This design comes from an exercise in tuning for small area, a short achievable clock period and few clock cycles on the open sky130 flow, not from production work. In this exercise RTL edits were held to simulation tests only and were not proved equivalent to the original. Power figures rest on the tool's default switching activity, not on a simulated workload.

File: flow/design.v
`timescale 1ns/1ps
`default_nettype none
module lc4_add16 (
  input  wire [15:0] i_a,
  input  wire [15:0] i_b,
  input  wire        i_cin,
  output wire [15:0] o_sum
);
  wire [15:0] p = i_a ^ i_b;
  wire [15:0] g0 = i_a & i_b;
  wire [15:0] gl [0:4];
  wire [15:0] pl [0:4];
  assign gl[0] = {g0[15:1], g0[0] | (p[0] & i_cin)};
  assign pl[0] = p;
  genvar k, i;
  generate
    for (k = 0; k < 4; k = k + 1) begin : lvl
      for (i = 0; i < 16; i = i + 1) begin : bit_
        if (i >= (1 << k)) begin : comb
          assign gl[k+1][i] = gl[k][i] | (pl[k][i] & gl[k][i-(1<<k)]);
          assign pl[k+1][i] = pl[k][i] & pl[k][i-(1<<k)];
        end else begin : pass
          assign gl[k+1][i] = gl[k][i];
          assign pl[k+1][i] = pl[k][i];
        end
      end
    end
  endgenerate
  assign o_sum = p ^ {gl[4][14:0], i_cin};
endmodule
`default_nettype wire
`timescale 1ns/1ps
`default_nettype none
module lc4_core (
  input  wire        gwe,
  input  wire        i_rst_n,
  input  wire [15:0] i_imem_data,
  output wire [15:0] o_imem_addr,
  output wire        o_retire_valid,
  output wire [15:0] o_retire_pc,
  output wire [15:0] o_retire_insn,
  output wire        o_retire_regfile_we,
  output wire [2:0]  o_retire_wsel,
  output wire [15:0] o_retire_result,
  output wire        o_retire_nzp_we,
  output wire [2:0]  o_retire_nzp
);
  localparam [15:0] rst_pc = 16'h8200;
  reg  [15:0] regs [0:7];
  reg  [15:0] seq_q;
  reg  [15:0] tgt_q;
  reg         taken_q;
  reg         x_valid;
  reg  [15:0] x_insn;
  reg  [15:0] x_a;        
  reg  [15:0] x_b;        
  reg         x_sub;
  reg         x_writes;
  reg         x_logic;
  reg         x_const;
  reg  [1:0]  x_lop;      
  reg  [2:0]  x_cnzp;     
  reg         r_valid;
  reg  [15:0] r_pc;
  reg  [15:0] r_insn;
  reg  [15:0] r_result;
  reg  [2:0]  nzp_q;      
  function automatic writes_f(input [15:0] w);
    writes_f = w[15:12] == 4'b1001 || w[15:12] == 4'b0101 ||
               (w[15:12] == 4'b0001 && (w[5] || !w[3]));
  endfunction
  function automatic [2:0] nzp_f(input [15:0] v);
    nzp_f = v[15] ? 3'b100 : (v == 16'd0) ? 3'b010 : 3'b001;
  endfunction
  wire       r_writes = r_valid && writes_f(r_insn);
  wire [2:0] r_nzp    = nzp_f(r_result);
  wire [2:0] nzp_r    = r_writes ? r_nzp : nzp_q;   
  wire [15:0] a = x_a;
  wire [15:0] b = x_b;
  wire [15:0] sum;
  lc4_add16 u_add (.i_a(a), .i_b(b), .i_cin(x_sub), .o_sum(sum));
  reg  [15:0] logic_v;
  reg         z_logic;
  reg         n_logic;
  always @(*) begin
    case (x_lop)
      2'b00:   begin logic_v = a & b; z_logic = ~|(a & b);   n_logic = a[15] & b[15]; end
      2'b01:   begin logic_v = ~a;    z_logic = &a;          n_logic = ~a[15];        end
      2'b10:   begin logic_v = a | b; z_logic = ~|(a | b);   n_logic = a[15] | b[15]; end
      default: begin logic_v = a ^ b; z_logic = a == b;      n_logic = a[15] ^ b[15]; end
    endcase
  end
  wire [15:0] result = x_const ? x_b : x_logic ? logic_v : sum;
  wire [15:0] p     = a ^ b;
  wire [15:0] o     = a | b;
  wire        z_add = &(p ~^ {o[14:0], x_sub});
  wire [15:0] fa   = taken_q ? tgt_q : seq_q;
  wire [15:0] insn = i_imem_data;
  wire [3:0]  op   = insn[15:12];
  wire [2:0]  m    = insn[11:9];    
  wire [15:0] imm5 = {{11{insn[4]}}, insn[4:0]};
  wire [15:0] imm9 = {{7{insn[8]}}, insn[8:0]};
  wire [2:0]  r_rd = r_insn[11:9];
  wire [2:0]  x_rd = x_insn[11:9];
  wire        x_wr = x_valid && x_writes;
  wire [15:0] rs_v = (r_writes && r_rd == insn[8:6]) ? r_result : regs[insn[8:6]];
  wire [15:0] rt_v = (r_writes && r_rd == insn[2:0]) ? r_result : regs[insn[2:0]];
  wire        f_sub   = op == 4'b0001 && !insn[5] && insn[4:3] == 2'b10;
  wire        f_const = op == 4'b1001;
  wire        byp_a   = x_wr && x_rd == insn[8:6];
  wire        byp_b   = x_wr && x_rd == insn[2:0] && !insn[5] && !f_const;
  wire [15:0] a_next  = byp_a ? result : rs_v;
  wire [15:0] b_next  = byp_b ? result : f_const ? imm9 : insn[5] ? imm5 : rt_v;
  wire hit_add   = sum[15] ? m[2] : z_add ? m[1] : m[0];
  wire hit_logic = n_logic ? m[2] : z_logic ? m[1] : m[0];
  wire hit_const = |(m & x_cnzp);
  wire hit_r     = |(m & nzp_r);
  wire hit_x     = x_const ? hit_const : x_logic ? hit_logic : hit_add;
  wire f_taken   = op == 4'b0000 && (x_wr ? hit_x : hit_r);
  wire [9:0]  tgt_lo = {1'b0, fa[8:0]} + {1'b0, imm9[8:0]} + 10'd1;
  wire [6:0]  hi_up, hi_dn;
  wire [15:0] fa_inc, seq_dec, hi_up16, hi_dn16;
  lc4_add16 u_inc (.i_a(fa),    .i_b(16'd0),    .i_cin(1'b1), .o_sum(fa_inc));
  lc4_add16 u_dec (.i_a(seq_q), .i_b(16'hffff), .i_cin(1'b0), .o_sum(seq_dec));
  lc4_add16 u_up  (.i_a({9'd0, fa[15:9]}), .i_b(16'd0),    .i_cin(1'b1), .o_sum(hi_up16));
  lc4_add16 u_dn  (.i_a({9'd0, fa[15:9]}), .i_b(16'hffff), .i_cin(1'b0), .o_sum(hi_dn16));
  assign hi_up = hi_up16[6:0];
  assign hi_dn = hi_dn16[6:0];
  wire [6:0]  tgt_hi = (tgt_lo[9] == insn[8]) ? fa[15:9] : tgt_lo[9] ? hi_up : hi_dn;
  assign o_imem_addr = fa;
  wire [15:0] wd = i_rst_n ? r_result : 16'd0;   
  integer i;
  always @(posedge gwe) begin
    for (i = 0; i < 8; i = i + 1)
      if (!i_rst_n || (r_writes && r_rd == i)) regs[i] <= wd;
  end
  always @(posedge gwe) begin
    if (!i_rst_n) begin
      seq_q   <= rst_pc;
      taken_q <= 1'b0;
      x_valid <= 1'b0;
      r_valid <= 1'b0;
      nzp_q   <= 3'b000;
    end else begin
      seq_q   <= fa_inc;
      taken_q <= f_taken;
      x_valid <= 1'b1;
      r_valid <= x_valid;
      nzp_q   <= nzp_r;
    end
  end
  always @(posedge gwe) begin
    tgt_q    <= {tgt_hi, tgt_lo[8:0]};
    x_insn   <= insn;
    x_a      <= a_next;
    x_b      <= b_next ^ {16{f_sub}};
    x_sub    <= f_sub;
    x_writes <= writes_f(insn);
    x_logic  <= op == 4'b0101;
    x_const  <= f_const;
    x_lop    <= insn[5] ? 2'b00 : insn[4:3];
    x_cnzp   <= nzp_f(imm9);
    r_pc     <= seq_dec;   
    r_insn   <= x_insn;
    r_result <= result;
  end
  assign o_retire_valid      = r_valid;
  assign o_retire_pc         = r_pc;
  assign o_retire_insn       = r_insn;
  assign o_retire_regfile_we = writes_f(r_insn);
  assign o_retire_wsel       = r_insn[11:9];
  assign o_retire_result     = r_result;
  assign o_retire_nzp_we     = writes_f(r_insn);
  assign o_retire_nzp        = r_nzp;
endmodule
`default_nettype wire
File: flow/run.sh
#!/bin/bash
# synth_recipe.tcl (not shown) runs the flow's synth.tcl, then flattens the netlist and writes it again
# the make line also repeats each setting of config.mk as NAME=value (left out here)
make -C /OpenROAD-flow-scripts/flow DESIGN_CONFIG=/design/flow/config.mk WORK_HOME=/design/flow/orfs CLKGATE_MAP_FILE= SYNTH_SCRIPT=/design/flow/synth_recipe.tcl finish
File: flow/config.mk
export PLATFORM = sky130hd
export DESIGN_NAME = lc4_core
export DESIGN_NICKNAME = lc4_core
export VERILOG_FILES = /design/flow/design.v
export SDC_FILE = /design/flow/constraint.sdc
export NUM_CORES = 4
export LEC_CHECK = 0
export CAP_MARGIN = 20
export CORE_MARGIN = 2
export CORE_UTILIZATION = 40
export SETUP_SLACK_MARGIN = 1.5
export SLEW_MARGIN = 20
File: flow/constraint.sdc
create_clock -name core_clock -period 4.6 [get_ports {gwe}]
set_input_delay 0.9200 -clock core_clock [delete_from_list [all_inputs] [get_ports {gwe}]]
set_output_delay 0.9200 -clock core_clock [all_outputs]
set_load 0.01 [all_outputs]
==> results of run 1 <==
per-stage QoR:
stage / worst slack [ps] / instances / power (mW)
detailed placement: 915.1 / 1855 / 5.317
global placement: 899.2 / 1855 / 5.312
global route: 1433 / 1916 / 8.030
CTS: 1466 / 1911 / 7.691
floorplan: 1540 / 1355 / 4.471
finish: 1519 / 1916 / 7.713
what timing repair did:
action                                  in CTS  in global routing
pin swaps                                    3                  5
resized for setup                           27                 14
endpoints found under the setup margin      20                 23
setup buffers                                2                  5
worst max-delay path, cell delays in order, from the launching register on:
cell	delay, ps
dfxtp_4	440
buf_12	190
mux2_2	450
clkdlybuf4s50_1	530
cell families after synthesis:
| logic type | after synthesis | share of synthesized area |
|---|---|---|
| buffers and inverters | 178 | 0.05264 |
| muxes | 114 | 0.1082 |
| AOI/OAI and AO/OA | 289 | 0.1406 |
| adders and majority gates | 48 | 0.04362 |
| DFF | 271 | 0.4694 |
| xor gates and xnor gates | 77 | 0.04721 |
| and+or+nand+nor | 378 | 0.1384 |
Yosys cell counts (23+ instances only):
cell type	n	area, µm²
and2_1	34	212.7
nand3_1	27	135.1
nor4_1	23	143.9
dfxtp_1	143	2863
mux4_2	29	653.1
inv_1	86	322.8
edfxtp_1	128	3844
mux2i_1	52	520.5
o21ai_0	51	255.2
mux2_2	33	371.6
nand2_1	95	356.6
clkbuf_1	37	138.9
xnor2_1	54	473.0
a211oi_1	30	225.2
ha_1	45	563.0
a21oi_1	56	280.3
buf_2	32	160.2
xor2_1	23	201.4
nor2_1	68	255.2
nor3_1	28	140.1
state kept, by name (all words and copies together) (netlist names):
register,count
x_a,16
x_valid,1
x_insn,16
tgt_q,16
x_sub,1
r_valid,1
taken_q,1
x_logic,1
x_b,16
r_pc,16
x_cnzp,3
seq_q,16
r_insn,16
nzp_q,3
x_writes,1
x_const,1
x_lop,2
r_result,16
regs,128
power groups by stage:
stage,clock (mW),combinational [mW],sequential (mW)
2_1_floorplan,0,1.20,3.27
3_3_place_gp,0,1.92,3.39
3_5_place_dp,0,1.93,3.39
4_1_cts,2.38,1.95,3.36
5_1_grt,2.47,2.16,3.40
6_report,2.34,2.00,3.37
routing by layer:
layer / up-vias / global-route usage / wire, µm
li1: 5138 / - / -
met1: 5426 / 0.3272 / 19950
met2: 371 / 0.3831 / 20330
met3: 76 / 0.02769 / 2262
met4: 2 / 0.06672 / 1052
met5: - / 0 / 13
cells in the final DEF, fill, tap and decap left out, types with 11 or more instances in the layout:
cell and instances:
and2_1 34, nor3_1 28, edfxtp_1 128, xor2_1 23
nor4_1 20, a221oi_1 13, o22ai_1 16, nor2b_1 22
and3_1 13, buf_4 45, nand3_1 26, a22oi_1 16
a21oi_1 56, mux2i_1 44, mux2_2 33, nand4_1 11
clkbuf_16 32, clkdlybuf4s50_1 79, o21ai_0 45, xnor2_1 54
nor2_1 68, nand2_1 95, inv_1 86, mux4_2 29
o221ai_1 12, dfxtp_1 133, ha_1 45, a211oi_1 28
cell type report:
class,instances,area share
clock buffer,45,0.05303
clock inverter,9,0.004531
inverter,87,0.01938
multi-input combinational,906,0.4154
sequential,271,0.3990
tap,461,0.03424
timing repair buffer,137,0.07442
final timing paths:
kind,startpoint,endpoint,slack (ps),cells after the start
max,taken_q,o_imem_addr[12],1520,3
min,x_insn[15],r_insn[15],320,0
max reg2reg,x_a[6],x_b[15],1580,10
min reg2reg,x_insn[15],r_insn[15],320,0
==> results.cfg, run 1 <==
[status]
run_status = finished clean

[critical_path]
start_kind = flop
end_kind = primary output
worstSetupPathType = flop to primary output
arrival_ps = 2160
worst_endpoint_required_time_ps = 3680
worst-path-max-fanout = 10

[routing]
wl_per_cell_um = 22.76
vias = 11013
drtIter0Drc = 1089
avgViaCountPerCell = 5.748
detail-route-antenna-nets = 0
remaining_drc_errors = 0
detailedRoute.firstPassIterationCount = 5
wl_um = 43610

[die]
floorplan.initialDensity = 0.4036
placement_rows = 69
pin_count = 91
coreArea_um2 = 35400
die_width_um = 193.0
floorplan.die_area_um2 = 37240
die_y_um = 193.0

[global_routing]
grt_first_pass_wirelength_um = 65880
gr-total-overflow = 0
combined_global_route_utilization_of_all_metal_layers = 0.2339
grt_start_max_net_pins = 31
grt_antenna_before_repair = 1
via_count_of_the_first_global_routing_pass = 10582

[power_and_ir_drop]
power.sequential.fraction = 0.437
power.share.combinational = 0.259
leakagePower_nw = 6.515
pwr_density_cell_nw_per_um2 = 457.8
vdd_drop_max_uv = 326.8
p_int_mw = 5.260
clockPowerShare = 0.304
power_switching_share = 0.3180
net-switching-power_mw = 2.452

[clocking]
maximum_root_to_sink_buffer_count = 3
cts.sink_count = 271
cts_inserted_buffers = 29
tritoncts = built
cts-root-buf = clkbuf_16
worstSkewPairLatency_ps = 550
clock_transition_time_at_the_flip_flop_clock_pins_of_the_worst_setup_and_hold_paths_ps = 60
ctsHtreeMaxLevel = 1
hold_buffers = 0

[timing]
rsz0062_at_grt = true
final.hold.worst_slack_ps = 322.6
timing.final.crit_period_ps = 3081
fin_tns_setup_ps = 0
worst_pin_slew_ps = 882.6
max-slew-margin-rel = 0.4104
report.final.setup_viol = 0
finalClockSkew_ps = 20.17
ratio_of_final_minimum_period_to_clock_period = 0.6697
report.final.hold_viol_count = 0
timing.fmax_mhz = 324.6
timing.final.max_slew_violations = 0

[synth]
yosysSeqAreaShare = 0.4694
syn_inst = 1355
ys_async_sr_fraction = 0
synth_top_flop_cell = dfxtp_1
nets_in_the_synthesized_netlist = 1421
yosysWarningCount = 3
post_synth_num_cell_types = 89
synth_edf_count = 128
synth.cell_area_um2 = 14290
synth-seq-cells = 271
synth.avg_cell_area_um2 = 10.54

[place]
hpwl_um = 31310
io_buffer_count = 90
place_congestion = 0.9272
placement.cell_area_um2 = 15670

[finish]
count_of_fill_cells_added_during_filler_insertion = 3277
area.sequential_um2 = 6721
synthToLayoutAreaGrowth_pct = 17.92
final_area_um2 = 16850
final_core_util = 0.4759
final_layout_size_suffix_gt1_frac = 0.1567
nNetsFinal = 1498
multi_input_area_um2 = 6998
number_of_diodes = 0

[min_path]
hold_path_class = flop to flop

[job]
max_cap_viol_count = 0
Testbench counts, summed over its fixed seeds: cycles 24,008.
==> inputs of run 2 (changes only) <==
--- a/flow/config.mk
+++ b/flow/config.mk
@@ -9,4 +9,3 @@
 export CORE_MARGIN = 2
 export CORE_UTILIZATION = 40
-export SETUP_SLACK_MARGIN = 1.5
 export SLEW_MARGIN = 20
==> run 2 against run 1 <==
  * Still clean on timing, DRC and antenna
  * Combinational power shrank 5%
  * Register-to-register slack lost 380 ps
  * Synthesized cell count is the same
  * Non-clock buffer count shrank 15
  * Area after synthesis is the same
  * Global-route usage shrank 0.90 points
  * Via count shrank 0.77%
  * Maximum frequency shrank 14%
  * Clock-buffer cell count shrank 3
  * Clock skew shrank 2.8 ps
  * Critical endpoint is now o_imem_addr[11]
  * Largest cell class unchanged
  * Highest routed layer is now met4
==> results.cfg, run 2 <==
[clocking]
clock_transition_time_at_the_flip_flop_clock_pins_of_the_worst_setup_and_hold_paths_ps = 60
maximum_root_to_sink_buffer_count = 3
cts_inserted_buffers = 29
worstSkewPairLatency_ps = 560
postCtsResizedCells = 0
ctsHtreeMaxLevel = 1
tritoncts = built
hold_buffers = 0
cts.sink_count = 271
cts-root-buf = clkbuf_16
cts_setup_buffers = 0

[global_routing]
grt-busiest-layer = met2
use_met2 = 0.3649
grt_antenna_before_repair = 0
grt_use_met1 = 0.3110
via_count_of_the_first_global_routing_pass = 10733
gr-total-overflow = 0
grt_start_max_net_pins = 37
gr-usage-met3 = 0.02733
combined_global_route_utilization_of_all_metal_layers = 0.2249
grt_first_pass_wirelength_um = 63920

[synth]
synth_top_area_cell = edfxtp_1
synth.avg_cell_area_um2 = 10.54
synth.most_common_cell = dfxtp_1
post_synth_num_cell_types = 89
synth.top_cell.area_share = 0.2690
synth_common_cells = dfxtp_1 (143), edfxtp_1 (128), nand2_1 (95), inv_1 (86), nor2_1 (68)
syn_inst = 1355
synth_edf_count = 128
ys_async_sr_fraction = 0
nets_in_the_synthesized_netlist = 1421
synth.cell_area_um2 = 14290
synth-seq-cells = 271
yosysWarningCount = 3
synth_top_flop_cell = dfxtp_1
yosysSeqAreaShare = 0.4694
synth_area_leaders = edfxtp_1 (27%), dfxtp_1 (20%), mux4_2 (4.6%), ha_1 (3.9%), mux2i_1 (3.6%)

[timing]
timing.final.crit_period_ps = 3599
finalClockSkew_ps = 17.40
fin_tns_setup_ps = 0
timing.final.max_slew_violations = 0
final.hold.worst_slack_ps = 324.9
ratio_of_final_minimum_period_to_clock_period = 0.7825
report.final.hold_viol_count = 0
worst_pin_slew_ps = 861.8
max-slew-margin-rel = 0.4243
rsz0062_at_grt = false
timing.fmax_mhz = 277.8
report.final.setup_viol = 0

[power_and_ir_drop]
leakagePower_nw = 6.363
vdd_drop_max_uv = 349.6
pwr_density_cell_nw_per_um2 = 462.3
clockPowerShare = 0.312
power.share.combinational = 0.250
p_int_mw = 5.287
net-switching-power_mw = 2.383
power_switching_share = 0.3107
power.sequential.fraction = 0.438

[die]
coreArea_um2 = 35400
die_y_um = 193.0
die_width_um = 193.0
placement_rows = 69
floorplan.die_area_um2 = 37240
floorplan.initialDensity = 0.4036
pin_count = 91

[critical_path]
end_kind = primary output
worstPathCellList = buf_4 > mux2i_1 > inv_1 > clkdlybuf4s50_1
worst_endpoint_required_time_ps = 3680
slowest_delay_ps = 590
arrival_ps = 2680
worst-path-max-fanout = 10
worstSetupPathType = flop to primary output
critical-path-slowest-cell = dfxtp_1
start_kind = flop

[routing]
remaining_drc_errors = 0
drtIter0Drc = 953
detailedRoute.firstPassIterationCount = 5
wl_um = 41920
detail-route-antenna-nets = 0
vias = 10928
wl_per_cell_um = 22.07
avgViaCountPerCell = 5.755

[finish]
final_cell_mix = dfxtp_1 (143), edfxtp_1 (128), nand2_1 (95)
max_flop_register = regs
largest_register_ffs = 128
synthToLayoutAreaGrowth_pct = 16.12
number_of_diodes = 0
nNetsFinal = 1483
count_of_fill_cells_added_during_filler_insertion = 3288
final_layout_size_suffix_gt1_frac = 0.1266
final_core_util = 0.4687
layout_commonest_cell = dfxtp_1

[place]
hpwl_um = 30160
io_buffer_count = 90
place_congestion = 0.9316

[min_path]
hold_path_class = flop to flop

[job]
max_cap_viol_count = 0

[status]
run_status = finished clean
-- run 2: cell counts after synthesis --
No cell type changed its count.
-- run 2: layout make-up --
cell class / count / area (µm²) / share of cell area
clock buffer: 42 / 857.1 / 0.05166
clock inverter: 10 / 128.9 / 0.007768
inverter: 87 / 326.6 / 0.01968
multi-input combinational: 906 / 6875 / 0.4144
sequential: 271 / 6706 / 0.4043
tap: 461 / 576.8 / 0.03477
timing repair buffer: 122 / 1119 / 0.06743
-- run 2: path summary, 6_finish.rpt --
kind | slack, ps | end | cells after the start | startpoint
setup / recovery | 1000 | o_imem_addr[11] | 4 | taken_q
hold / removal | 320 | r_insn[12] | 0 | x_insn[12]
setup reg to reg | 1200 | tgt_q[10] | 9 | taken_q
hold reg to reg | 320 | r_insn[12] | 0 | x_insn[12]
-- run 2: critical path: cells and delay by family (launching register included) --
kind,cells,cell delay [ps]
buffers and inverters,3,990
DFF,1,590
muxes,1,550
-- run 2: kinds of logic (layout without fill, tap and decap cells) --
| group | count (synthesis) | in the layout | share of synthesized area |
|---|---|---|---|
| multiplexers | 114 | 114 | 0.1082 |
| buffers and inverters | 178 | 261 | 0.05264 |
| adder cells (fa/ha/maj) | 48 | 48 | 0.04362 |
| flip-flops | 271 | 271 | 0.4694 |
| AND/OR/NAND/NOR | 378 | 378 | 0.1384 |
| XOR/XNOR | 77 | 77 | 0.04721 |
| AO/OA/AOI/OAI | 289 | 289 | 0.1406 |
-- run 2: routing by layer --
metal	vias to the layer above	share of wire
met5	-	0
li1	5098	-
met2	405	0.46
met3	85	0.056
met1	5340	0.45
met4	0	0.033
-- run 2: metrics by stage --
stage / setup slack (ps) / area, µm² / cells / power (mW)
3_5_place_dp: 928.2 / 15600 / 1847 / 5.284
3_3_place_gp: 958.3 / 15590 / 1846 / 5.271
2_1_floorplan: 1268 / 14290 / 1355 / 4.470
4_1_cts: 948.3 / 16590 / 1899 / 7.688
6_report: 1001 / 16590 / 1899 / 7.670
5_1_grt: 790.4 / 16590 / 1899 / 8.005
-- run 2: power by group through the flow --
stage               Sequential (mW)  Combinational [mW]  Clock [mW]
finish                         3.36                1.91        2.40
global route                   3.39                2.08        2.53
CTS                            3.35                1.90        2.44
detailed placement             3.40                1.89           0
global placement               3.39                1.88           0
floorplan                      3.27                1.20           0
==> inputs of run 3 (changes only) <==
--- a/flow/config.mk
+++ b/flow/config.mk
@@ -9,3 +9,4 @@
 export CORE_MARGIN = 2
 export CORE_UTILIZATION = 40
+export SETUP_SLACK_MARGIN = 2.5
 export SLEW_MARGIN = 20
==> run 3 against run 2 <==
  * Highest routed layer unchanged
  * Design area up 20%
  * Setup slack better by 890 ps
  * Hold slack better by 3.2 ps
  * Synthesized cell count unchanged
  * Sequential power about the same
  * Still clean on timing, DRC and antenna
  * Via count up 9.3%
  * Die area unchanged
  * Area after synthesis unchanged
  * Core utilization up 9.4 points
==> results.cfg, run 3 <==
[status]
run_status = finished clean

[place]
hpwl_um = 30100
dpl.cell_count = 1843
place_congestion = 0.9276
io_buffer_count = 90
placement.cell_area_um2 = 15960

[clocking]
clock_transition_time_at_the_flip_flop_clock_pins_of_the_worst_setup_and_hold_paths_ps = 60
cts_inserted_buffers = 30
cts-root-buf = clkbuf_16
ctsHtreeMaxLevel = 1
hold_buffers = 0
worstSkewPairLatency_ps = 580
maximum_root_to_sink_buffer_count = 3
tritoncts = built
cts.sink_count = 271

[timing]
report.final.hold_viol_count = 0
ratio_of_final_minimum_period_to_clock_period = 0.5899
max-slew-margin-rel = 0.5501
fin_tns_setup_ps = 0
worst_pin_slew_ps = 674.9
timing.final.max_slew_violations = 0
timing.final.crit_period_ps = 2714
finalClockSkew_ps = 27.05
report.final.setup_viol = 0
rsz0062_at_grt = true
timing.fmax_mhz = 368.5

[synth]
synth_area_leaders = edfxtp_1 (27%), dfxtp_1 (20%), mux4_2 (4.6%), ha_1 (3.9%), mux2i_1 (3.6%)
synth-simple-area-share = 0.1384
nets_in_the_synthesized_netlist = 1421
synth.top_cell.area_share = 0.2690
synth_adder_area_share = 0.04362
yosysSeqAreaShare = 0.4694
largest_family_of_logic_cells_by_synthesized_area = compound AO/OA/AOI/OAI gates
synth_common_cells = dfxtp_1 (143), edfxtp_1 (128), nand2_1 (95), inv_1 (86), nor2_1 (68)
synth_top_flop_cell = dfxtp_1
synth.avg_cell_area_um2 = 10.54
synth-seq-cells = 271
synth.cell_area_um2 = 14290
synth.most_common_cell = dfxtp_1
syn_inst = 1355
synth_edf_count = 128
ys_async_sr_fraction = 0
synth_compound_area_frac = 0.1406
synth.mux.area_fraction = 0.1082
synth_top_area_cell = edfxtp_1
yosys.area_share.xor_xnor = 0.04721
post_synth_num_cell_types = 89
yosysWarningCount = 3

[finish]
max_flop_register = regs
final-instance-count-excl-fill = 2069
nNetsFinal = 1650
number_of_diodes = 0
largest_register_ffs = 128
final_cell_mix = edfxtp_1 (128), buf_4 (116), dfxtp_1 (95)
final_area_um2 = 19910
count_of_fill_cells_added_during_filler_insertion = 2977
synthToLayoutAreaGrowth_pct = 39.36
final_core_util = 0.5625
layout_commonest_cell = edfxtp_1
final_layout_size_suffix_gt1_frac = 0.3993

[routing]
route.top_layer_used = met4
detail-route-antenna-nets = 0
met2RoutedLength_um = 22880
detailedRoute.firstPassIterationCount = 6
drtIter0Drc = 1091
met1Wirelength_um = 20780
wl_per_cell_um = 23.19
wl_um = 47990
vias = 11946
avgViaCountPerCell = 5.774
met3RoutedLength_um = 2855
remaining_drc_errors = 0

[critical_path]
arrival_ps = 1790
rrSetupSlack_ps = 1910
worstSetupPathType = flop to primary output
end_kind = primary output
worst_endpoint_required_time_ps = 3680
worst-path-max-fanout = 3
start_kind = flop

[min_path]
hold_path_class = flop to flop

[global_routing]
via_count_of_the_first_global_routing_pass = 11785
grt_first_pass_wirelength_um = 71770
grt_start_max_net_pins = 31
gr-total-overflow = 0
combined_global_route_utilization_of_all_metal_layers = 0.2536
grt_antenna_before_repair = 0

[power_and_ir_drop]
pwr_density_cell_nw_per_um2 = 442.3
leakagePower_nw = 7.780
vdd_drop_max_uv = 313.1

[die]
placement_rows = 69
floorplan.die_area_um2 = 37240
die_width_um = 193.0
pin_count = 91
coreArea_um2 = 35400
floorplan.initialDensity = 0.4036
die_y_um = 193.0

[job]
max_cap_viol_count = 0
## run 3: cell counts after synthesis
No cell type changed its count.
## run 3: cell type report
class                      count  area, µm²  area share
tap                          461      576.8     0.02897
timing repair buffer         286       2864      0.1439
multi-input combinational    908       8289      0.4164
clock buffer                  49      933.4     0.04688
sequential                   271       6827      0.3429
clock inverter                 7      67.56    0.003394
inverter                      87      351.6     0.01766
## run 3: through the flow
step | hold WS [ps] | power (mW) | worst slack (ps)
finish | 328.2 | 8.805 | 1886
CTS | 332.2 | 8.483 | 1897
global placement | 310.1 | 5.359 | 1071
global route | 340.2 | 9.149 | 1835
detailed placement | 316.4 | 5.387 | 1058
floorplan | 309.5 | 4.609 | 1827
## run 3: kinds of logic (layout without fill, tap and decap cells)
family / count (synthesis) / after routing
flops: 271 / 271
buf+inv: 178 / 429
mux: 114 / 114
fa+ha+maj: 48 / 48
xor+xnor: 77 / 77
compound gates: 289 / 289
simple gates: 378 / 380
## run 3: final timing paths
path / start / to / depth (start not counted)
max: r_result[1] / o_retire_nzp[1] / 4
max reg2reg: x_a[0] / x_a[10] / 12
min: x_insn[2] / r_insn[2] / 0
min reg2reg: x_insn[2] / r_insn[2] / 0
## run 3: timing repair
item | 4_1_cts | 5_1_grt
pin swaps | 93 | 55
gates resized for setup | 535 | 119
buffers inserted | 126 | 38
endpoints found under the setup margin | 174 | 116
cloned | 6 | 0
## run 3: critical path: stages, from the launching register on
cell     delay, ps
dfxtp_4        360
nor4_2         310
and4_4         350
buf_6          120
buf_6           90
## run 3: layer usage
layer  vias to the layer above  track usage
met4                         0      0.07605
met3                       105      0.02787
met5                         -            0
li1                       5444            -
met2                       480       0.4143
met1                      5917       0.3557
## run 3: where the power goes
part           internal [mW]  total, mW  switching, mW
registers               3.05       3.36          0.308
clock network           1.39       2.39          0.996
logic                   1.51       3.06           1.55
==> inputs of run 4 (changes only) <==
--- a/flow/config.mk
+++ b/flow/config.mk
@@ -9,4 +9,4 @@
 export CORE_MARGIN = 2
 export CORE_UTILIZATION = 40
-export SETUP_SLACK_MARGIN = 2.5
+export SETUP_SLACK_MARGIN = 2.0
 export SLEW_MARGIN = 20
==> run 4 against run 3 <==
  * Cell count decreased by 5.0%
  * Combinational power is 25% lower
  * Non-clock buffer count shrank 101
  * Sequential share of layout area is 3.4 points higher
  * Hold slack worse by 1.9 ps
  * Wire length shrank 5.8%
  * Global-route usage decreased by 1.3 points
  * Critical path depth rose by 1
  * Design area down 9.7%
  * Via count fell by 3.9%
  * Setup slack improved by 19 ps
  * Highest routed layer unchanged
==> results.cfg, run 4 <==
[finish]
count_of_fill_cells_added_during_filler_insertion = 3137
final_layout_size_suffix_gt1_frac = 0.2558
layout_commonest_cell = edfxtp_1
number_of_diodes = 0
nNetsFinal = 1547
final_area_um2 = 17980
largest_register_ffs = 128
synthToLayoutAreaGrowth_pct = 25.86
max_flop_register = regs
final_cell_mix = edfxtp_1 (128), dfxtp_1 (111), nand2_1 (94)

[job]
max_cap_viol_count = 0

[clocking]
cts.sink_count = 271
tritoncts = built
ctsHtreeMaxLevel = 1
clock_transition_time_at_the_flip_flop_clock_pins_of_the_worst_setup_and_hold_paths_ps = 60
worstSkewPairLatency_ps = 570
cts-root-buf = clkbuf_16
cts_inserted_buffers = 30
hold_buffers = 0
maximum_root_to_sink_buffer_count = 3

[routing]
remaining_drc_errors = 0
wl_um = 45180
detailedRoute.firstPassIterationCount = 6
detail-route-antenna-nets = 0
vias = 11485
wl_per_cell_um = 22.98
drtIter0Drc = 1066
avgViaCountPerCell = 5.842

[synth]
synth.cell_area_um2 = 14290
nets_in_the_synthesized_netlist = 1421
synth_common_cells = dfxtp_1 (143), edfxtp_1 (128), nand2_1 (95), inv_1 (86), nor2_1 (68)
ys_async_sr_fraction = 0
synth_top_flop_cell = dfxtp_1
synth_area_leaders = edfxtp_1 (27%), dfxtp_1 (20%), mux4_2 (4.6%), ha_1 (3.9%), mux2i_1 (3.6%)
synth.top_cell.area_share = 0.2690
yosysWarningCount = 3
synth.most_common_cell = dfxtp_1
yosysSeqAreaShare = 0.4694
syn_inst = 1355
synth-seq-cells = 271
synth.avg_cell_area_um2 = 10.54
synth_top_area_cell = edfxtp_1
post_synth_num_cell_types = 89
synth_edf_count = 128

[die]
die_width_um = 193.0
floorplan.initialDensity = 0.4036
coreArea_um2 = 35400
placement_rows = 69
pin_count = 91
die_y_um = 193.0
floorplan.die_area_um2 = 37240

[critical_path]
worstSetupPathType = flop to primary output
start_kind = flop
arrival_ps = 1770
worst-path-max-fanout = 6
worst_endpoint_required_time_ps = 3680
end_kind = primary output

[timing]
report.final.setup_viol = 0
timing.final.crit_period_ps = 2694
timing.final.max_slew_violations = 0
layout_setup_ws_ps = 1906
finalClockSkew_ps = 18.58
worst_pin_slew_ps = 814.1
report.final.hold_viol_count = 0
timing.fmax_mhz = 371.1
max-slew-margin-rel = 0.4523
fin_tns_setup_ps = 0
rsz0062_at_grt = true
ratio_of_final_minimum_period_to_clock_period = 0.5857

[place]
hpwl_um = 30680
place_congestion = 0.9507
placement.cell_area_um2 = 15630
dp_slack_ps = 1052
io_buffer_count = 90

[global_routing]
via_count_of_the_first_global_routing_pass = 11176
grt_start_max_net_pins = 42
grt_antenna_before_repair = 1
grt_first_pass_wirelength_um = 68160
combined_global_route_utilization_of_all_metal_layers = 0.2409
gr-total-overflow = 0

[power_and_ir_drop]
total_power_mw = 8.202
power.share.combinational = 0.282
net-switching-power_mw = 2.623
pwr_density_cell_nw_per_um2 = 456.2
clockPowerShare = 0.306
p_int_mw = 5.579
vdd_drop_max_uv = 318.2
power.sequential.fraction = 0.412
power_switching_share = 0.3198
leakagePower_nw = 6.881

[status]
run_status = finished clean

[min_path]
hold_path_class = flop to flop
-- run 4: cell types whose count changed in the layout (fill, tap and decap cells not counted), sizes merged, moves of 4 or more --
cell and change:
dlygate4sd2 -10, buf -124, clkbuf -11, bufinv +4, clkdlybuf4s15 -18, clkdlybuf4s50 +55
-- run 4: cell families (layout without fill, tap and decap cells) --
kind of cell / count (synthesis) / in the layout / share of synthesized area
AO/OA/AOI/OAI: 289 / 289 / 0.1406
XOR/XNOR: 77 / 77 / 0.04721
adder cells (fa/ha/maj): 48 / 48 / 0.04362
buffers and inverters: 178 / 328 / 0.05264
flip-flops: 271 / 271 / 0.4694
multiplexers: 114 / 114 / 0.1082
AND/OR/NAND/NOR: 378 / 378 / 0.1384
-- run 4: worst max-delay path, stage by stage, from the launching register on --
cell,delay (ps)
dfxtp_4,380
buf_12,150
buf_12,130
buf_6,100
mux2_4,310
buf_6,130
-- run 4: per-stage QoR --
step	hold slack [ps]	util	std cells
finish	326.2	0.5080	1966
global route	332.2	0.5080	1966
CTS	328.5	0.4984	1949
detailed placement	314.6	0.4415	1842
global placement	311.3	0.4415	1842
floorplan	309.6	-	1355
-- run 4: metal layers --
metal  up-vias  routed length (µm)  GRT usage
met1      5633               19740     0.3372
met3       101                3070    0.02824
met5         -                   0          0
li1       5238                   -          -
met2       513               20940     0.3882
met4         0                1437    0.08217
-- run 4: path summary, 6_finish.rpt --
| path | endpoint | depth (start not counted) | slack, ps | start |
|---|---|---|---|---|
| setup / recovery | o_imem_addr[12] | 5 | 1910 | taken_q |
| hold / removal | r_insn[2] | 0 | 330 | x_insn[2] |
| setup reg to reg | tgt_q[10] | 12 | 1930 | taken_q |
| hold reg to reg | r_insn[2] | 0 | 330 | x_insn[2] |
-- run 4: cell type report --
cell class | count | area, µm² | share of cell area
Timing Repair Buffer | 185 | 1744 | 0.09700
Inverter | 87 | 342.8 | 0.01907
Multi-Input combinational cell | 906 | 7496 | 0.4169
Clock buffer | 40 | 838.3 | 0.04662
Sequential cell | 271 | 6774 | 0.3767
Tap cell | 461 | 576.8 | 0.03208
Clock inverter | 16 | 209.0 | 0.01162
-- run 4: power by group through the flow --
stage	registers [mW]	logic, mW	clock network [mW]
6_report	3.38	2.31	2.51
5_1_grt	3.41	2.48	2.65
4_1_cts	3.36	2.20	2.54
3_5_place_dp	3.41	1.90	0
3_3_place_gp	3.41	1.89	0
2_1_floorplan	3.27	1.21	0
-- run 4: timing repair --
| item | 4_1_cts | 5_1_grt |
|---|---|---|
| buffers inserted | 51 | 17 |
| pin swaps | 18 | 19 |
| endpoints found under the setup margin | 80 | 59 |
| resized for setup | 232 | 56 |
==> inputs of run 5 (changes only) <==
--- a/flow/config.mk
+++ b/flow/config.mk
@@ -9,4 +9,5 @@
 export CORE_MARGIN = 2
 export CORE_UTILIZATION = 40
+export CTS_BUF_LIST = sky130_fd_sc_hd__clkbuf_4 sky130_fd_sc_hd__clkbuf_8
 export SETUP_SLACK_MARGIN = 2.0
 export SLEW_MARGIN = 20
==> run 5 against run 4 <==
  * Still clean on timing, DRC and antenna
  * Die area stayed put
  * Combinational power barely moved
  * Maximum frequency down 0.16%
  * Total power down 1.5%
  * Design area about the same
  * Non-clock buffer count down 5
  * First-iteration DRC count rose by 2.3%
  * Flip-flop and latch count stayed put
  * Synthesized cell count stayed put
  * Critical path type unchanged
  * Critical endpoint unchanged
==> results.cfg, run 5 <==
[synth]
yosysSeqAreaShare = 0.4694
synth.top_cell.area_share = 0.2690
ys_async_sr_fraction = 0
synth-seq-cells = 271
syn_inst = 1355
yosysWarningCount = 3
synth_top_area_cell = edfxtp_1
synth_top_flop_cell = dfxtp_1
synth_edf_count = 128
synth.avg_cell_area_um2 = 10.54
synth.most_common_cell = dfxtp_1
synth_area_leaders = edfxtp_1 (27%), dfxtp_1 (20%), mux4_2 (4.6%), ha_1 (3.9%), mux2i_1 (3.6%)
synth.cell_area_um2 = 14290
synth_common_cells = dfxtp_1 (143), edfxtp_1 (128), nand2_1 (95), inv_1 (86), nor2_1 (68)
post_synth_num_cell_types = 89
nets_in_the_synthesized_netlist = 1421

[power_and_ir_drop]
power.share.combinational = 0.288
vdd_drop_max_uv = 188.2
power.sequential.fraction = 0.422
power_switching_share = 0.3287
clockPowerShare = 0.291
net-switching-power_mw = 2.657
pwr_density_cell_nw_per_um2 = 449.5
leakagePower_nw = 6.886
p_int_mw = 5.425

[place]
place_congestion = 0.9507
io_buffer_count = 90
dp_slack_ps = 1052
hpwl_um = 30680

[routing]
detail-route-antenna-nets = 0
avgViaCountPerCell = 5.839
remaining_drc_errors = 0
vias = 11632
detailedRoute.firstPassIterationCount = 8
wl_per_cell_um = 23.03
drtIter0Drc = 1090
wl_um = 45880

[job]
max_cap_viol_count = 0

[timing]
report.final.setup_viol = 0
timing.final.crit_period_ps = 2699
fin_tns_setup_ps = 0
max-slew-margin-rel = 0.4684
timing.fmax_mhz = 370.6
worst_pin_slew_ps = 790.1
timing.final.max_slew_violations = 0
final.hold.worst_slack_ps = 324.4
rsz0062_at_grt = true
ratio_of_final_minimum_period_to_clock_period = 0.5867
finalClockSkew_ps = 53.57
report.final.hold_viol_count = 0
layout_setup_ws_ps = 1901

[finish]
largest_register_ffs = 128
synthToLayoutAreaGrowth_pct = 25.84
layout_commonest_cell = edfxtp_1
area.sequential_um2 = 6765
multi_input_area_um2 = 7599
number_of_diodes = 0
count_of_fill_cells_added_during_filler_insertion = 3159
final_layout_size_suffix_gt1_frac = 0.2782
max_flop_register = regs
final_cell_mix = edfxtp_1 (128), dfxtp_1 (106), nand2_1 (94)
nNetsFinal = 1561

[clocking]
cts.sink_count = 271
clock_transition_time_at_the_flip_flop_clock_pins_of_the_worst_setup_and_hold_paths_ps = 60
tritoncts = built
maximum_root_to_sink_buffer_count = 3
cts-root-buf = clkbuf_8
worstSkewPairLatency_ps = 590
ctsHtreeMaxLevel = 2
cts_inserted_buffers = 48

[global_routing]
via_count_of_the_first_global_routing_pass = 11324
combined_global_route_utilization_of_all_metal_layers = 0.2440
gr-total-overflow = 0
grt_start_max_net_pins = 42
grt_antenna_before_repair = 1
grt_first_pass_wirelength_um = 68870

[critical_path]
cp-startpoint = taken_q
worst-path-max-fanout = 5
worstSetupPathType = flop to primary output
rrSetupSlack_ps = 1910
timing.critical_path.max_delay_family = buffers and inverters
critical_path_buf_inv_count = 4
r2r_start = taken_q
end_kind = primary output
timing.critical_path.mode_cell = buf_12
critical_path_depth = 5
worst_endpoint_required_time_ps = 3680
start_kind = flop
timing.critical_path.to = o_imem_addr[12]
slowest_delay_ps = 360
worstPathCellList = buf_4 > buf_12 > buf_12 > mux2_4 > buf_6
worst_r2r_endpoint = tgt_q[10]
r2r.worst_path.cells = 12
arrival_ps = 1780
critical-path-slowest-cell = dfxtp_4

[die]
floorplan.initialDensity = 0.4036
floorplan.die_area_um2 = 37240
coreArea_um2 = 35400
die_y_um = 193.0
placement_rows = 69
die_width_um = 193.0
pin_count = 91

[status]
run_status = finished clean

[min_path]
hold_path_class = flop to flop
run 5: cell count changes in the layout (fill, tap and decap cells not counted), moves of 3 or more:
cell and delta:
dfxtp_1 -5, clkinv_2 +4, clkinv_1 +8, dfxtp_4 -6
clkbuf_1 -5, dfxtp_2 +11, buf_2 +3, clkbuf_16 -30
buf_8 -3, clkbuf_8 +50, ha_4 +3, buf_6 -7
clkbuf_4 +9
run 5: timing repair:
item                                    4_1_cts  5_1_grt
endpoints found under the setup margin       82       59
cloned                                        2        0
hold endpoints to repair                      0        0
pin swaps                                    26       26
hold buffers                                  0        0
buffers inserted                             41       21
gates resized for setup                     219       81
run 5: layout make-up:
| cell class | instances | share of cell area |
|---|---|---|
| clock buffer | 65 | 0.04628 |
| clock inverter | 21 | 0.009674 |
| inverter | 87 | 0.01886 |
| multi-input combinational | 907 | 0.4227 |
| sequential | 271 | 0.3763 |
| tap | 461 | 0.03209 |
| timing repair buffer | 180 | 0.09410 |
run 5: layer usage:
layer | up-vias | track usage | part of all wire
met4 | 0 | 0.09266 | 0.032
met2 | 522 | 0.3883 | 0.46
met5 | - | 0 | 0
met1 | 5735 | 0.3363 | 0.43
li1 | 5266 | - | -
met3 | 109 | 0.03729 | 0.071
run 5: power by group through the flow:
stage                     combinational (mW)  clock (mW)  sequential (mW)
after global routing                    2.49        2.49             3.43
after global placement                  1.89           0             3.41
after detailed placement                1.90           0             3.41
final                                   2.33        2.35             3.41
after CTS                               2.10        2.38             3.39
after floorplan                         1.21           0             3.27
run 5: how the worst min path moves through the flow:
| stage | start | endpoint | slack [ps] | cells past startpoint |
|---|---|---|---|---|
| final | x_insn[2] | r_insn[2] | 320 | 0 |
| after CTS | x_insn[2] | r_insn[2] | 330 | 0 |
| after global placement | x_insn[1] | r_insn[1] | 310 | 0 |
| after floorplan | x_insn[0] | r_insn[0] | 310 | 0 |
| after global routing | x_insn[4] | r_insn[4] | 330 | 0 |
| after detailed placement | x_insn[8] | r_insn[8] | 310 | 0 |
run 5: metrics by stage:
stage | cells | util | power [mW] | area (µm²)
floorplan | 1355 | - | 4.479 | 14400
global placement | 1842 | 0.4415 | 5.307 | 15630
detailed placement | 1842 | 0.4415 | 5.313 | 15630
CTS | 1971 | 0.4953 | 7.864 | 17530
global route | 1992 | 0.5079 | 8.414 | 17980
finish | 1992 | 0.5079 | 8.082 | 17980
run 5: logic make-up (layout without fill, tap and decap cells):
kind of cell	Yosys count	count (layout)	share of synthesized area
fa+ha+maj	48	48	0.04362
flops	271	271	0.4694
mux	114	114	0.1082
simple gates	378	379	0.1384
xor+xnor	77	77	0.04721
compound gates	289	289	0.1406
buf+inv	178	353	0.05264
==> inputs of run 6 (changes only) <==
--- a/flow/design.v
+++ b/flow/design.v
@@ -56,9 +56,4 @@
   reg  [15:0] x_b;        
   reg         x_sub;
-  reg         x_writes;
-  reg         x_logic;
-  reg         x_const;
-  reg  [1:0]  x_lop;      
-  reg  [2:0]  x_cnzp;     
   reg         r_valid;
   reg  [15:0] r_pc;
@@ -76,4 +71,9 @@
   wire [2:0] r_nzp    = nzp_f(r_result);
   wire [2:0] nzp_r    = r_writes ? r_nzp : nzp_q;   
+  wire        x_writes = writes_f(x_insn);
+  wire        x_logic  = x_insn[15:12] == 4'b0101;
+  wire        x_const  = x_insn[15:12] == 4'b1001;
+  wire [1:0]  x_lop    = x_insn[5] ? 2'b00 : x_insn[4:3];   
+  wire [2:0]  x_cnzp   = nzp_f(x_b);                        
   wire [15:0] a = x_a;
   wire [15:0] b = x_b;
@@ -156,9 +156,4 @@
     x_b      <= b_next ^ {16{f_sub}};
     x_sub    <= f_sub;
-    x_writes <= writes_f(insn);
-    x_logic  <= op == 4'b0101;
-    x_const  <= f_const;
-    x_lop    <= insn[5] ? 2'b00 : insn[4:3];
-    x_cnzp   <= nzp_f(imm9);
     r_pc     <= seq_dec;   
     r_insn   <= x_insn;
==> flow/flow/run.sh (new file) <==
#!/bin/bash
# The standard layout, with buf_2 as the cell that buffers each input and output
# port (the default picks a delay cell). Everything else is the standard.sh.
set -euo pipefail
export BUFFER_PORTS_ARGS="-buffer_cell sky130_fd_sc_hd__buf_2"
bash standard.sh > standard.log 2>&1
==> flow/standard.sh (new file) <==
#!/bin/bash
# synth_recipe.tcl (not shown) runs the flow's synth.tcl, then flattens the netlist and writes it again
# the make line also repeats each setting of config.mk as NAME=value (left out here)
make -C /OpenROAD-flow-scripts/flow DESIGN_CONFIG=/design/flow/config.mk WORK_HOME=/design/flow/orfs CLKGATE_MAP_FILE= SYNTH_SCRIPT=/design/flow/synth_recipe.tcl "${@:-finish}"
removed: flow/run.sh
==> run 6 against run 5 <==
  * Core utilization grew 0.056 points
  * Total power shrank 1.5%
  * First-iteration DRC count grew 17%
  * Area after synthesis shrank 1.7%
  * Combinational power shrank 4%
  * Clock power grew 3%
  * Clock skew shrank 15 ps
  * Critical endpoint is now o_retire_nzp[0]
==> results.cfg, run 6 <==
[status]
run_status = finished clean

[clocking]
cts-root-buf = clkbuf_8
tritoncts = built
worstSkewPairLatency_ps = 580
clock_transition_time_at_the_flip_flop_clock_pins_of_the_worst_setup_and_hold_paths_ps = 60
cts.sink_count = 263
hold_buffers = 0
cts_inserted_buffers = 45
ctsHtreeMaxLevel = 2
maximum_root_to_sink_buffer_count = 3

[global_routing]
grt_use_met1 = 0.3370
gr-usage-met3 = 0.02992
combined_global_route_utilization_of_all_metal_layers = 0.2431
use_met2 = 0.3953
gr-total-overflow = 0
grt_first_pass_wirelength_um = 68070
grt_antenna_before_repair = 0
grt-busiest-layer = met2
grt_start_max_net_pins = 34
via_count_of_the_first_global_routing_pass = 11298

[synth]
synth.cell_area_um2 = 14050
synth-seq-cells = 263
nets_in_the_synthesized_netlist = 1491
post_synth_num_cell_types = 81
synth.most_common_cell = dfxtp_1
synth_top_flop_cell = dfxtp_1
yosys.area_share.xor_xnor = 0.04988
synth_top_area_cell = edfxtp_1
synth-simple-area-share = 0.1507
synth_adder_area_share = 0.04436
yosysSeqAreaShare = 0.4660
synth.top_cell.area_share = 0.2736
synth_edf_count = 128
synth_common_cells = dfxtp_1 (135), edfxtp_1 (128), nor2_1 (111), a21oi_1 (96), nand2_1 (88)
synth_area_leaders = edfxtp_1 (27%), dfxtp_1 (19%), mux2i_1 (4.3%), ha_1 (4.0%), xnor2_1 (3.4%)
yosysWarningCount = 3
ys_async_sr_fraction = 0
synth_compound_area_frac = 0.1677
syn_inst = 1425
synth.mux.area_fraction = 0.06760
synth.avg_cell_area_um2 = 9.858
largest_family_of_logic_cells_by_synthesized_area = compound AO/OA/AOI/OAI gates

[critical_path]
worstSetupPathType = flop to primary output
start_kind = flop
worst_endpoint_required_time_ps = 3680
rrSetupSlack_ps = 1930
r2r.worst_path.cells = 12
worst_r2r_endpoint = x_b[14]
end_kind = primary output
worst-path-max-fanout = 4
r2r_start = x_b[0]
arrival_ps = 1780

[power_and_ir_drop]
vdd_drop_max_uv = 215.7
pwr_density_cell_nw_per_um2 = 453.1
leakagePower_nw = 6.982
total_power_mw = 7.959

[place]
placement.cell_area_um2 = 15060
place_congestion = 0.9325
hpwl_um = 31230
dpl.cell_count = 1909
io_buffer_count = 90

[finish]
largest_register_ffs = 128
synthToLayoutAreaGrowth_pct = 25.03
final_cell_mix = edfxtp_1 (128), dfxtp_1 (114), nor2_1 (108)
layout_commonest_cell = edfxtp_1
count_of_fill_cells_added_during_filler_insertion = 3101
nNetsFinal = 1634
final_area_um2 = 17560
final_layout_size_suffix_gt1_frac = 0.2762
number_of_diodes = 0
max_flop_register = regs
final_core_util = 0.5084
final-instance-count-excl-fill = 2059

[die]
floorplan.die_area_um2 = 36630
die_y_um = 191.4
die_width_um = 191.4
floorplan.initialDensity = 0.4067
placement_rows = 68
pin_count = 91
coreArea_um2 = 34540

[routing]
drtIter0Drc = 1272
detailedRoute.firstPassIterationCount = 6
avgViaCountPerCell = 5.779
vias = 11898
wl_per_cell_um = 22.22
detail-route-antenna-nets = 0
remaining_drc_errors = 0
wl_um = 45740

[timing]
timing.final.max_slew_violations = 0
report.final.hold_viol_count = 0
ratio_of_final_minimum_period_to_clock_period = 0.5860
report.final.setup_viol = 0
rsz0062_at_grt = true
fin_tns_setup_ps = 0
timing.fmax_mhz = 371.0
worst_pin_slew_ps = 812.6
max-slew-margin-rel = 0.4563
timing.final.crit_period_ps = 2695
finalClockSkew_ps = 38.49

[min_path]
worst_case_hold_path_end_point = r_insn[8]
hold_start = x_insn[8]
whs_path_depth = 0
hold_path_class = flop to flop

[job]
max_cap_viol_count = 0
run 6: cell types whose count changed in the layout (fill, tap and decap cells not counted), moves of 13 or more:
cell,change
dfxtp_2,-22
buf_2,+70
clkdlybuf4s50_1,-58
a211oi_1,-15
mux2_2,-21
o21ai_0,+26
a221oi_1,+18
nor2_1,+45
mux4_2,-17
a21oi_1,+34
nand3_1,-13
run 6: cell type report:
cell class / count / area [µm²] / area share
clock buffers: 65 / 838.3 / 0.04773
multi-input cells: 982 / 7616 / 0.4336
flip-flops and latches: 263 / 6600 / 0.3758
inverters: 89 / 347.8 / 0.01980
repair buffers: 187 / 1378 / 0.07844
well taps: 455 / 569.3 / 0.03241
clock inverters: 18 / 214.0 / 0.01218
run 6: metrics by stage:
step / hold WS [ps] / worst slack, ps
2_1_floorplan: 309.6 / 1876
3_3_place_gp: 310.4 / 1132
3_5_place_dp: 312.1 / 1108
4_1_cts: 325.7 / 1883
5_1_grt: 328.4 / 1814
6_report: 326.0 / 1905
run 6: worst max-delay path by stage:
stage / endpoint / slack (ps) / cells after the start / start
finish: o_retire_nzp[0] / 1900 / 4 / r_result[13]
CTS: o_retire_nzp[0] / 1880 / 4 / r_result[15]
detailed placement: tgt_q[13] / 1110 / 11 / i_imem_data[1]
floorplan: tgt_q[14] / 1880 / 13 / i_imem_data[0]
global route: x_b[14] / 1810 / 12 / x_b[0]
global placement: tgt_q[13] / 1130 / 11 / i_imem_data[1]
run 6: layer usage:
| layer | vias up | wire length (µm) | share of wire |
|---|---|---|---|
| li1 | 5494 | - | - |
| met1 | 5836 | 20020 | 0.44 |
| met2 | 480 | 21420 | 0.47 |
| met3 | 88 | 3022 | 0.066 |
| met4 | 0 | 1278 | 0.028 |
| met5 | - | 0 | 0 |
run 6: power by group:
| part | total [mW] | leakage, nW | internal, mW | switching, mW |
|---|---|---|---|---|
| Combinational | 2.23 | 3.99 | 0.946 | 1.28 |
| Sequential | 3.31 | 2.44 | 2.94 | 0.364 |
| Clock | 2.43 | 0.555 | 1.46 | 0.969 |
run 6: cells by family after synthesis:
| family | after synthesis |
|---|---|
| simple gates | 414 |
| compound gates | 361 |
| flops | 263 |
| buf+inv | 180 |
| xor+xnor | 80 |
| mux | 79 |
| fa+ha+maj | 48 |
run 6: what timing repair did:
action | in CTS | in global routing
endpoints found under the setup margin | 66 | 60
gates cloned | 1 | 0
setup buffers | 26 | 39
resized for setup | 119 | 85
pin swaps | 21 | 40
run 6: worst max-delay path: stages, from the launching register on:
cell and delay [ps]:
dfxtp_4 360, nor4_4 310, and4_4 350, nor2_4 50, buf_6 120
Testbench counts of run 6, summed over its fixed seeds: cycles 24,008.
==> inputs of run 7 (changes only) <==
--- a/flow/config.mk
+++ b/flow/config.mk
@@ -12,2 +12,3 @@
 export SETUP_SLACK_MARGIN = 2.0
 export SLEW_MARGIN = 20
+export TNS_END_PERCENT = 5
==> run 7 against run 6 <==
  * Still clean on timing, DRC and antenna
  * Hold slack hardly changed
  * Design area is 2.2% lower
  * Maximum frequency is 0.26% lower
  * Sequential power hardly changed
  * Total power is 3.1% lower
  * Clock skew is 10 ps lower
  * Area after synthesis stayed put
  * Combinational power is 2% lower
  * Critical path type unchanged
  * Largest power group unchanged
==> results.cfg, run 7 <==
[status]
run_status = finished clean

[critical_path]
slowest_delay_ps = 380
start_kind = flop
worst_endpoint_required_time_ps = 3680
worstSetupPathType = flop to primary output
timing.critical_path.max_delay_family = simple AND/OR/NAND/NOR gates
arrival_ps = 1780
critical_path_buf_inv_count = 1
critical-path-slowest-cell = dfxtp_2
worstPathCellList = nor4_4 > and4_4 > nor2_4 > buf_6
end_kind = primary output
worst-path-max-fanout = 5

[synth]
synth.avg_cell_area_um2 = 9.858
synth.cell_area_um2 = 14050
synth.top_cell.area_share = 0.2736
synth_top_flop_cell = dfxtp_1
syn_inst = 1425
yosysSeqAreaShare = 0.4660
synth_top_area_cell = edfxtp_1
synth.most_common_cell = dfxtp_1
synth_common_cells = dfxtp_1 (135), edfxtp_1 (128), nor2_1 (111), a21oi_1 (96), nand2_1 (88)
nets_in_the_synthesized_netlist = 1491
post_synth_num_cell_types = 81
synth-seq-cells = 263
yosysWarningCount = 3
synth_area_leaders = edfxtp_1 (27%), dfxtp_1 (19%), mux2i_1 (4.3%), ha_1 (4.0%), xnor2_1 (3.4%)
synth_edf_count = 128
ys_async_sr_fraction = 0

[timing]
report.final.hold_viol_count = 0
ratio_of_final_minimum_period_to_clock_period = 0.5875
timing.final.max_slew_violations = 0
timing.final.crit_period_ps = 2702
fin_tns_setup_ps = 0
rsz0062_at_grt = true
timing.fmax_mhz = 370.0
max-slew-margin-rel = 0.3401
worst_pin_slew_ps = 987.9
report.final.setup_viol = 0
finalClockSkew_ps = 28.35

[place]
hpwl_um = 30780
placement.cell_area_um2 = 15050
io_buffer_count = 90
place_congestion = 0.9409
dpl.cell_count = 1908

[finish]
layout_commonest_cell = edfxtp_1
final_area_um2 = 17180
number_of_diodes = 0
synthToLayoutAreaGrowth_pct = 22.31
final_cell_mix = edfxtp_1 (128), nor2_1 (106), dfxtp_1 (106)
nNetsFinal = 1624
largest_register_ffs = 128
max_flop_register = regs
final_layout_size_suffix_gt1_frac = 0.2630
count_of_fill_cells_added_during_filler_insertion = 3187
final-instance-count-excl-fill = 2048

[routing]
drtIter0Drc = 1135
wl_per_cell_um = 22.35
detail-route-antenna-nets = 0
detailedRoute.firstPassIterationCount = 5
wl_um = 45770
avgViaCountPerCell = 5.840
vias = 11960
remaining_drc_errors = 0

[global_routing]
grt_use_met1 = 0.3343
via_count_of_the_first_global_routing_pass = 11485
grt_antenna_before_repair = 0
gr-usage-met3 = 0.03892
grt_start_max_net_pins = 38
combined_global_route_utilization_of_all_metal_layers = 0.2443
use_met2 = 0.3900
grt_first_pass_wirelength_um = 68520
grt-busiest-layer = met2
gr-total-overflow = 0

[clocking]
hold_buffers = 0
cts_inserted_buffers = 44
cts-root-buf = clkbuf_8
cts.sink_count = 263
tritoncts = built
clock_transition_time_at_the_flip_flop_clock_pins_of_the_worst_setup_and_hold_paths_ps = 60
worstSkewPairLatency_ps = 580
maximum_root_to_sink_buffer_count = 3
ctsHtreeMaxLevel = 2

[die]
die_y_um = 191.4
pin_count = 91
placement_rows = 68
floorplan.initialDensity = 0.4067
die_width_um = 191.4
floorplan.die_area_um2 = 36630
coreArea_um2 = 34540

[power_and_ir_drop]
leakagePower_nw = 6.832
power_switching_share = 0.3358
net-switching-power_mw = 2.589
total_power_mw = 7.709
p_int_mw = 5.120
power.sequential.fraction = 0.430
vdd_drop_max_uv = 207.5
pwr_density_cell_nw_per_um2 = 448.7
clockPowerShare = 0.288
power.share.combinational = 0.282

[min_path]
hold_path_class = flop to flop

[job]
max_cap_viol_count = 0
==> run 7: cell families after synthesis <==
logic type | synth area share
DFF | 0.4660
and+or+nand+nor | 0.1507
adders and majority gates | 0.04436
muxes | 0.06761
xor gates and xnor gates | 0.04988
AOI/OAI and AO/OA | 0.1677
buffers and inverters | 0.05371
==> run 7: layout make-up <==
class / instances / area [µm²] / share of cell area
clock buffer: 65 / 819.5 / 0.04770
clock inverter: 16 / 132.6 / 0.007719
inverter: 89 / 349.1 / 0.02032
multi-input combinational: 982 / 7483 / 0.4356
sequential: 263 / 6605 / 0.3844
tap: 455 / 569.3 / 0.03313
timing repair buffer: 178 / 1222 / 0.07115
==> run 7: per-layer routing <==
layer	part of all wire	wire (µm)	up-vias
met1	0.43	19890	5872
li1	-	-	5480
met2	0.47	21330	501
met3	0.069	3138	107
met4	0.031	1405	0
met5	0	0	-
==> run 7: timing repair <==
action | 4_1_cts | 5_1_grt
pin swaps | 24 | 34
resized for setup | 88 | 82
setup buffers | 37 | 21
gates cloned | 1 | 0
setup endpoints to repair | 64 | 73
==> run 7: final timing paths <==
path | from | to | slack [ps] | cells after the start
worst max-delay path | r_result[0] | o_retire_nzp[0] | 1900 | 4
worst min-delay path | x_insn[0] | r_insn[0] | 330 | 0
worst max register to register | x_a[0] | x_b[8] | 1920 | 12
worst min register to register | x_insn[0] | r_insn[0] | 330 | 0
==> run 7: metrics by stage <==
| step | setup WS [ps] | hold WS (ps) | util |
|---|---|---|---|
| global placement | 1279 | 311.0 | 0.4354 |
| global route | 1791 | 330.0 | 0.4974 |
| detailed placement | 1222 | 317.4 | 0.4357 |
| CTS | 1882 | 326.7 | 0.4837 |
| floorplan | 1866 | 309.6 | - |
| finish | 1898 | 326.5 | 0.4974 |
==> run 7: power by group through the flow <==
stage	clock, mW	sequential (mW)	combinational, mW
finish	2.22	3.31	2.18
global route	2.36	3.34	2.34
CTS	2.26	3.29	1.98
detailed placement	0	3.33	1.76
global placement	0	3.33	1.74
floorplan	0	3.20	1.18
==> run 7: worst reg2reg max path, stage by stage, from the launching register on <==
cell and delay, ps:
dfxtp_4 350, fa_2 420, inv_2 80, fa_2 260
nor2b_4 60, o2111ai_2 250, nand3b_1 190, a21oi_2 200
mux2i_1 110, a211oi_1 220, buf_4 180, o22ai_2 80
xnor2_1 140
==> inputs of run 8 (changes only) <==
--- a/flow/config.mk
+++ b/flow/config.mk
@@ -8,5 +8,5 @@
 export CAP_MARGIN = 20
 export CORE_MARGIN = 2
-export CORE_UTILIZATION = 40
+export CORE_UTILIZATION = 55
 export CTS_BUF_LIST = sky130_fd_sc_hd__clkbuf_4 sky130_fd_sc_hd__clkbuf_8
 export SETUP_SLACK_MARGIN = 2.0
==> run 8 against run 7 <==
  * Hold slack worse by 1.0 ps
  * Design area is 3.3% lower
  * First-iteration DRC count is 27% higher
==> results.cfg, run 8 <==
[synth]
syn_inst = 1425
synth_area_leaders = edfxtp_1 (27%), dfxtp_1 (19%), mux2i_1 (4.3%), ha_1 (4.0%), xnor2_1 (3.4%)
yosysSeqAreaShare = 0.4660
synth.avg_cell_area_um2 = 9.858
synth.top_cell.area_share = 0.2736
synth_edf_count = 128
yosysWarningCount = 3
synth.most_common_cell = dfxtp_1
synth_top_flop_cell = dfxtp_1
post_synth_num_cell_types = 81
synth.cell_area_um2 = 14050
ys_async_sr_fraction = 0
synth_common_cells = dfxtp_1 (135), edfxtp_1 (128), nor2_1 (111), a21oi_1 (96), nand2_1 (88)
synth_top_area_cell = edfxtp_1
synth-seq-cells = 263
nets_in_the_synthesized_netlist = 1491

[clocking]
maximum_root_to_sink_buffer_count = 3
worstSkewPairLatency_ps = 560
clock_transition_time_at_the_flip_flop_clock_pins_of_the_worst_setup_and_hold_paths_ps = 70
hold_buffers = 0
cts-root-buf = clkbuf_8
ctsHtreeMaxLevel = 2
cts_inserted_buffers = 43
cts.sink_count = 263
tritoncts = built

[die]
die_width_um = 163.8
die_y_um = 163.8
floorplan.initialDensity = 0.5594
floorplan.die_area_um2 = 26840
coreArea_um2 = 25110
pin_count = 91
placement_rows = 58

[place]
place_congestion = 0.9468
io_buffer_count = 90
hpwl_um = 30740
dp_slack_ps = 1174

[power_and_ir_drop]
pwr_density_cell_nw_per_um2 = 456.0
leakagePower_nw = 6.645
vdd_drop_max_uv = 311.1

[global_routing]
grt_start_max_net_pins = 38
gr-total-overflow = 0
via_count_of_the_first_global_routing_pass = 11198
grt_first_pass_wirelength_um = 65980
combined_global_route_utilization_of_all_metal_layers = 0.3242
grt_antenna_before_repair = 0

[finish]
synthToLayoutAreaGrowth_pct = 18.23
number_of_diodes = 0
final_cell_mix = edfxtp_1 (128), dfxtp_1 (112), nor2_1 (107)
layout_commonest_cell = edfxtp_1
final_layout_size_suffix_gt1_frac = 0.2312
max_flop_register = regs
largest_register_ffs = 128
nNetsFinal = 1590

[critical_path]
start_kind = flop
rrSetupSlack_ps = 1900
worst-path-max-fanout = 3
worst_endpoint_required_time_ps = 3680
end_kind = primary output
worstSetupPathType = flop to primary output
arrival_ps = 1830

[timing]
max-slew-margin-rel = 0.4590
fin_tns_setup_ps = 0
report.final.setup_viol = 0
ratio_of_final_minimum_period_to_clock_period = 0.5986
layout_setup_ws_ps = 1847
worst_pin_slew_ps = 809.1
report.final.hold_viol_count = 0
timing.final.crit_period_ps = 2753
rsz0062_at_grt = true
timing.final.max_slew_violations = 0
timing.fmax_mhz = 363.2
finalClockSkew_ps = 23.83

[routing]
vias = 11704
wl_per_cell_um = 23.41
remaining_drc_errors = 0
drtIter0Drc = 1437
detail-route-antenna-nets = 0
avgViaCountPerCell = 6.216
wl_um = 44090
detailedRoute.firstPassIterationCount = 6

[status]
run_status = finished clean

[min_path]
hold_path_class = flop to flop

[job]
max_cap_viol_count = 0
## run 8: cell types whose count changed in the layout (fill, tap and decap cells not counted), moves of 4 or more
cell      before  now
mux2i_2        0    4
inv_2          7    3
dfxtp_1      106  112
a21oi_1       87   91
inv_1         78   83
dfxtp_2       20   15
buf_2         88   84
buf_4         77   48
clkbuf_4      12   16
clkinv_2       7    2
mux2i_4       10    5
a21oi_2        8    4
## run 8: worst max-delay path, stage by stage (launching register included)
cell	delay [ps]
dfxtp_4	360
nor4_4	400
and4_4	340
nor2_4	50
buf_6	120
## run 8: timing repair
| action | CTS | global route |
|---|---|---|
| setup endpoints to repair | 63 | 63 |
| gates cloned | 2 | 0 |
| resized for setup | 91 | 42 |
| pin swaps | 14 | 12 |
| setup buffers | 19 | 6 |
## run 8: layer usage
layer / vias to the layer above / part of all wire / global-route usage
met5: - / 0 / 0
met4: 0 / 0.038 / 0.1296
met3: 121 / 0.082 / 0.05985
met2: 556 / 0.46 / 0.5147
met1: 5629 / 0.42 / 0.4403
li1: 5398 / - / -
## run 8: power by group
group | leakage, nW | total [mW] | internal, mW | switching [mW]
clock network | 0.491 | 2.20 | 1.29 | 0.910
registers | 2.44 | 3.32 | 2.94 | 0.381
logic | 3.72 | 2.05 | 0.845 | 1.21
total | 6.65 | 7.57 | 5.07 | 2.50
## run 8: stage by stage
stage | cells | cell area (µm²) | util | hold WS, ps | total power [mW]
after floorplan | 1425 | 14210 | - | 309.6 | 4.375
final | 1883 | 16610 | 0.6615 | 325.5 | 7.574
after global placement | 1781 | 14860 | 0.5920 | 311.3 | 5.065
after global routing | 1883 | 16610 | 0.6615 | 334.5 | 7.893
after CTS | 1877 | 16440 | 0.6546 | 327.9 | 7.486
after detailed placement | 1782 | 14880 | 0.5926 | 315.0 | 5.072
## run 8: cell families after synthesis
kind of cell,count (synthesis),share of synthesized area
compound gates,361,0.1677
xor+xnor,80,0.04988
fa+ha+maj,48,0.04436
buf+inv,180,0.05371
flops,263,0.4660
mux,79,0.06761
simple gates,414,0.1507
## run 8: worst paths after layout
kind                                    from              end  cells past startpoint
worst max register to register       taken_q        tgt_q[14]                     11
worst max-delay path            r_result[14]  o_retire_nzp[0]                      4
worst min-delay path               x_insn[2]        r_insn[2]                      0
worst min register to register     x_insn[2]        r_insn[2]                      0
## run 8: area by class of cell
type	instances	area, µm²
clock inverter	9	125.1
clock buffer	65	813.3
timing repair buffer	145	988.4
fill	2017	8501
multi-input combinational	982	7326
sequential	263	6595
inverter	89	347.8
tap	330	412.9

separate check: timing with driven ports:
In the flow no input, the clock included, has a driving cell. The finished layouts below were timed again as built, in two steps.
Step 1 assumes that a clkbuf_16 drives the clock port and a buf_2 every other input.
Step 2 times the ports against the registers' clock, not the clock port: input delays grow and output delays shrink by t, the midpoint of the rising clock arrivals with the driver on.
Three values: no drivers, after step 1, after step 2; two values: the first two.
run	shift t [ns]	setup WS [ns]	worst hold slack (ns)	worst setup path at the end	worst register clock-pin slew, ns
run 1	0.595	1.519 / 1.469 / 1.028	0.323 / 0.323 / 0.323	input to register	0.06 / 0.06
run 2	0.603	1.001 / 0.946 / 0.887	0.325 / 0.325 / 0.325	input to register	0.06 / 0.06
run 3	0.617	1.886 / 1.836 / 1.445	0.328 / 0.328 / 0.328	input to register	0.06 / 0.06
run 4	0.617	1.906 / 1.853 / 1.350	0.326 / 0.326 / 0.326	input to register	0.06 / 0.06
run 5	0.615	1.901 / 1.851 / 1.399	0.324 / 0.324 / 0.324	input to register	0.07 / 0.07
run 6	0.616	1.905 / 1.853 / 1.456	0.326 / 0.326 / 0.326	input to register	0.07 / 0.07
run 7	0.617	1.898 / 1.847 / 1.401	0.327 / 0.327 / 0.327	input to register	0.07 / 0.07
run 8	0.591	1.847 / 1.801 / 1.407	0.325 / 0.325 / 0.325	input to register	0.07 / 0.07
After both steps every run listed still meets setup and hold. For run 4, which loses most, drivers alone change the setup slack by -0.053 ns; drivers and shift together by -0.556 ns.
